This design comes from an exercise in tuning for small area, a short achievable clock period and few clock cycles per item on the open sky130 flow, not from production work.
Function was checked by simulation only, so behaviour that the tests miss may differ from the original.
Power figures rest on the tool's default switching activity, not on a simulated workload.

==> flow/design.v <==
`timescale 1ns/1ps
module ooo_regfile (
  input  logic        clk,
  input  logic        i_clr,
  input  logic        i_we,
  input  logic [4:0]  i_waddr,
  input  logic [31:0] i_wdata,
  input  logic [31:1] i_rsel1,
  input  logic [31:1] i_rsel2,
  output logic [31:0] o_rdata1,
  output logic [31:0] o_rdata2
);
  logic [31:0] regs [32];
  logic [31:0] wdata;
  assign wdata = i_wdata & {32{~i_clr}};
  always_ff @(posedge clk) begin
    for (int i = 1; i < 32; i++) begin
      if (i_clr || (i_we && i_waddr == 5'(i))) regs[i] <= wdata;
    end
  end
  always_comb begin
    o_rdata1 = '0;
    o_rdata2 = '0;
    for (int i = 1; i < 32; i++) begin
      o_rdata1 = o_rdata1 | (regs[i] & {32{i_rsel1[i]}});
      o_rdata2 = o_rdata2 | (regs[i] & {32{i_rsel2[i]}});
    end
  end
endmodule
`timescale 1ns/1ps
module ooo_alu (
  input  logic        i_sub,
  input  logic [6:0]  i_sel,
  input  logic [31:0] i_a,
  input  logic [31:0] i_bx,
  input  logic [4:0]  i_shamt,    
  output logic [31:0] o_result
);
  logic [31:0] p, g;
  logic [31:0] gk [6];
  logic [31:0] pk [6];
  logic [31:0] carry;         
  logic [31:0] sum;
  logic        slt;
  assign p = i_a ^ i_bx;
  assign g = i_a & i_bx;
  always_comb begin
    gk[0] = g;
    pk[0] = p;
    gk[0][0] = g[0] | (p[0] & i_sub);
    for (int l = 0; l < 5; l++) begin
      for (int i = 0; i < 32; i++) begin
        if (i >= (1 << l)) begin
          gk[l+1][i] = gk[l][i] | (pk[l][i] & gk[l][i - (1 << l)]);
          pk[l+1][i] = pk[l][i] & pk[l][i - (1 << l)];
        end else begin
          gk[l+1][i] = gk[l][i];
          pk[l+1][i] = pk[l][i];
        end
      end
    end
    carry = {gk[5][30:0], i_sub};
  end
  assign sum = p ^ carry;
  assign slt = (i_a[31] == i_bx[31]) ? i_a[31] : sum[31];
  logic [31:0] sh_in, sh_out, sh_rev;
  always_comb begin
    for (int i = 0; i < 32; i++) sh_in[i] = i_sel[4] ? i_a[31-i] : i_a[i];
  end
  assign sh_out = sh_in >> i_shamt;
  always_comb begin
    for (int i = 0; i < 32; i++) sh_rev[i] = sh_out[31-i];
  end
  assign o_result = ({32{i_sel[0]}} & sum)
                  | ({32{i_sel[1]}} & g)
                  | ({32{i_sel[2]}} & (p | g))
                  | ({32{i_sel[3]}} & p)
                  | ({32{i_sel[4]}} & sh_rev)
                  | ({32{i_sel[5]}} & sh_out)
                  | {31'd0, i_sel[6] & slt};
endmodule
`timescale 1ns/1ps
module ooo_core (
  input  logic        clk,
  input  logic        rst,
  input  logic        i_valid,
  input  logic [4:0]  i_uop_rd,
  input  logic [4:0]  i_uop_rs1,
  input  logic [4:0]  i_uop_rs2,
  input  logic [2:0]  i_uop_op,
  input  logic        i_uop_use_imm,
  input  logic [31:0] i_uop_imm,
  output logic        o_ready,
  output logic        o_commit_valid,
  output logic [4:0]  o_commit_rd,
  output logic [31:0] o_commit_data
);
  assign o_ready = 1'b1;
  logic        i_v;           
  logic        i_w;           
  logic [4:0]  i_rd;
  logic [4:0]  i_rs1;         
  logic [4:0]  i_rs2;
  logic        i_fwd1;        
  logic        i_fwd2;
  logic [2:0]  i_op;
  logic        i_sub;         
  logic        i_imm_sel;
  logic [31:0] i_imm;
  logic        e_v;
  logic        e_w;
  logic [4:0]  e_rd;
  logic        e_sub;
  logic [6:0]  e_sel;
  logic [31:0] e_a;
  logic [31:0] e_bx;          
  logic [4:0]  e_shamt;       
  logic        c_v;
  logic [4:0]  c_rd;
  logic [31:0] c_data;
  always_ff @(posedge clk) begin
    i_rd      <= i_uop_rd;
    i_op      <= i_uop_op;
    i_sub     <= (i_uop_op == 3'd1) || (i_uop_op == 3'd7);
    i_imm_sel <= i_uop_use_imm;
    i_imm     <= i_uop_imm;
    i_rs1     <= i_uop_rs1;
    i_rs2     <= i_uop_use_imm ? 5'd0 : i_uop_rs2;
    i_fwd1    <= i_w && (i_uop_rs1 == i_rd);
    i_fwd2    <= i_w && (i_uop_rs2 == i_rd);
    if (rst) begin
      i_v <= 1'b0;
      i_w <= 1'b0;
    end else begin
      i_v <= i_valid;
      i_w <= i_valid && (i_uop_rd != 5'd0);
    end
  end
  logic        rst_q;
  always_ff @(posedge clk) rst_q <= rst;
  logic [31:0] rf_a, rf_b, alu_out;
  logic [31:0] fwd_a, fwd_b;
  logic [31:1] rsel1, rsel2;
  always_comb begin
    for (int r = 1; r < 32; r++) begin
      rsel1[r] = (i_rs1 == 5'(r));
      rsel2[r] = (i_rs2 == 5'(r));
    end
  end
  ooo_regfile regfile_i (
    .clk      (clk),
    .i_clr    (rst_q),
    .i_we     (e_w),
    .i_waddr  (e_rd),
    .i_wdata  (alu_out),
    .i_rsel1  (rsel1),
    .i_rsel2  (rsel2),
    .o_rdata1 (rf_a),
    .o_rdata2 (rf_b)
  );
  always_comb begin
    if (i_fwd1)         fwd_a = alu_out;
    else                fwd_a = rf_a;
    if (i_imm_sel)      fwd_b = i_imm;
    else if (i_fwd2)    fwd_b = alu_out;
    else                fwd_b = rf_b;
  end
  always_ff @(posedge clk) begin
    e_rd    <= i_rd;
    e_sub   <= i_sub;
    e_sel   <= {i_op == 3'd7, i_op == 3'd6, i_op == 3'd5, i_op == 3'd4,
                i_op == 3'd3, i_op == 3'd2, i_op[2:1] == 2'd0} & {7{i_w}};
    e_a     <= fwd_a;
    e_bx    <= fwd_b ^ {32{i_sub}};
    e_shamt <= fwd_b[4:0];
    if (rst) begin
      e_v <= 1'b0;
      e_w <= 1'b0;
    end else begin
      e_v <= i_v;
      e_w <= i_w;
    end
  end
  ooo_alu alu_i (
    .i_sub    (e_sub),
    .i_sel    (e_sel),
    .i_a      (e_a),
    .i_bx     (e_bx),
    .i_shamt  (e_shamt),
    .o_result (alu_out)
  );
  always_ff @(posedge clk) begin
    c_rd   <= e_rd & {5{e_v}};
    c_data <= alu_out & {32{e_v}};
    if (rst) c_v <= 1'b0;
    else     c_v <= e_v;
  end
  assign o_commit_valid = c_v;
  assign o_commit_rd    = c_rd;
  assign o_commit_data  = c_data;
endmodule
==> flow/config.mk <==
export PLATFORM = sky130hd
export DESIGN_NAME = ooo_core
export DESIGN_NICKNAME = ooo_core
export VERILOG_FILES = /design/flow/design.v
export SDC_FILE = /design/flow/constraint.sdc
export NUM_CORES = 4
export LEC_CHECK = 0
export CAP_MARGIN = 20
export CORE_MARGIN = 2
export CORE_UTILIZATION = 45
export CTS_CLUSTER_DIAMETER = 90
export CTS_CLUSTER_SIZE = 25
export GPL_ROUTABILITY_DRIVEN = 1
export GPL_TIMING_DRIVEN = 1
export PLACE_DENSITY = 0.6
export SLEW_MARGIN = 20
==> flow/constraint.sdc <==
create_clock -name core_clock -period 12.0 [get_ports {clk}]
set_input_delay 2.4000 -clock core_clock [delete_from_list [all_inputs] [get_ports {clk}]]
set_output_delay 2.4000 -clock core_clock [all_outputs]
set_load 0.01 [all_outputs]
standard.sh (not shown) runs the stock make flow with config.mk's settings and CLKGATE_MAP_FILE= SYNTH_SCRIPT=/design/flow/synth_recipe.tcl, a recipe that flattens the netlist after the stock synthesis.
==> flow/flow/run.sh <==
#!/bin/bash
# The standard layout (standard.sh, standard synthesis unchanged) with two
# changes to how the layout is optimised; the constraints are not changed:
#  - the buffer put on every input and output port is buf_4 instead of the
#    delay cell that buffer_ports picks by default.
set -o pipefail
bash standard.sh SETUP_SLACK_MARGIN=8.5 \
  "BUFFER_PORTS_ARGS=-buffer_cell sky130_fd_sc_hd__buf_4" finish > standard.log 2>&1
Testbench counts at the start, summed over its fixed seeds: cycles 6,424, items 6,400.
Next try:
Settings changed: CTS_CLUSTER_DIAMETER 90 to 80, CTS_CLUSTER_SIZE 25 to 20.
After rerunning: Worst setup slack is better by 190 ps; power rises by 4.4%; synthesized cell count does not change; combinational power is about the same; final area rises by 1.2%; maximum frequency rises by 5.3%; core utilization rises by 0.62 points; critical path depth falls by 8.

---

Setup of the reference run:
ooo_core, a different RTL version from the one above (not shown whole).
For scale: about 1200 flip-flops, ~93 I/O pins.
clock: 12.0 ns
lec_check: 0
cap_margin: 20
core_margin: 2
core_utilization: 45
cts_cluster_diameter: 80
cts_cluster_size: 20
gpl_routability_driven: 1
gpl_timing_driven: 1
place_density: 0.6
slew_margin: 20
Scripts as last shown in full above: flow/flow/run.sh
Testbench counts of the reference run, summed over its fixed seeds: cycles 6,424, items 6,400.
For the trial run, these inputs were changed with respect to the reference run:
Settings: setting CTS_BUF_LIST to sky130_fd_sc_hd__clkbuf_8 sky130_fd_sc_hd__clkbuf_16 for the first time; changing CTS_CLUSTER_SIZE from 20 to 25.
--- outcome ---
Between the trial run and the reference run, it is the trial run whose critical path required time is lower, by 0.15 ns. Taking the reference run as the reference, in the trial run number of global-route vias before repair now smaller; final instance area has remained practically unchanged. Looking at overall power after layout, the trial run sits about 0.9% below the reference run. The higher clock group share of total power of the trial run and the reference run is in the reference run. Re post-route minimum period: the reference run was lower than the trial run. Taking the reference run as the reference, in the trial run global-route wire length before repair lost about 0.34%; met2 demand-to-capacity share in global routing comparable; met1 track demand over resource now sits higher.

-- separate check: timing with driven ports --
Ports are ideal in the flow. The routed layouts listed here were re-timed in OpenROAD. Step 1, drivers: a clkbuf_16 drives clk and a buf_2 each remaining input, both assumed. Step 2, shift: input delay + t, output delay - t, t = (earliest + latest rising clock arrival at the registers) / 2. This alone moves slack from input paths to output paths. Three values: no drivers, after step 1, after step 2; two values: the first two.
run	shift t [ns]	slack for setup (ns)	worst hold slack (ns)	worst setup path at the end	latest minus earliest clock arrival (ns)
the first run of note 1	0.815	8.209 / 8.209 / 8.209	0.413 / 0.413 / 0.413	register to register	0.046 / 0.047
the second run of note 1	0.768	8.399 / 8.319 / 8.440	0.409 / 0.409 / 0.409	register to register	0.046 / 0.046
the reference run	0.757	8.338 / 8.297 / 8.338	0.418 / 0.418 / 0.418	register to register	0.038 / 0.038
the trial run	0.754	8.209 / 8.209 / 8.209	0.421 / 0.421 / 0.421	register to register	0.059 / 0.059
After both steps every run listed still meets setup and hold.
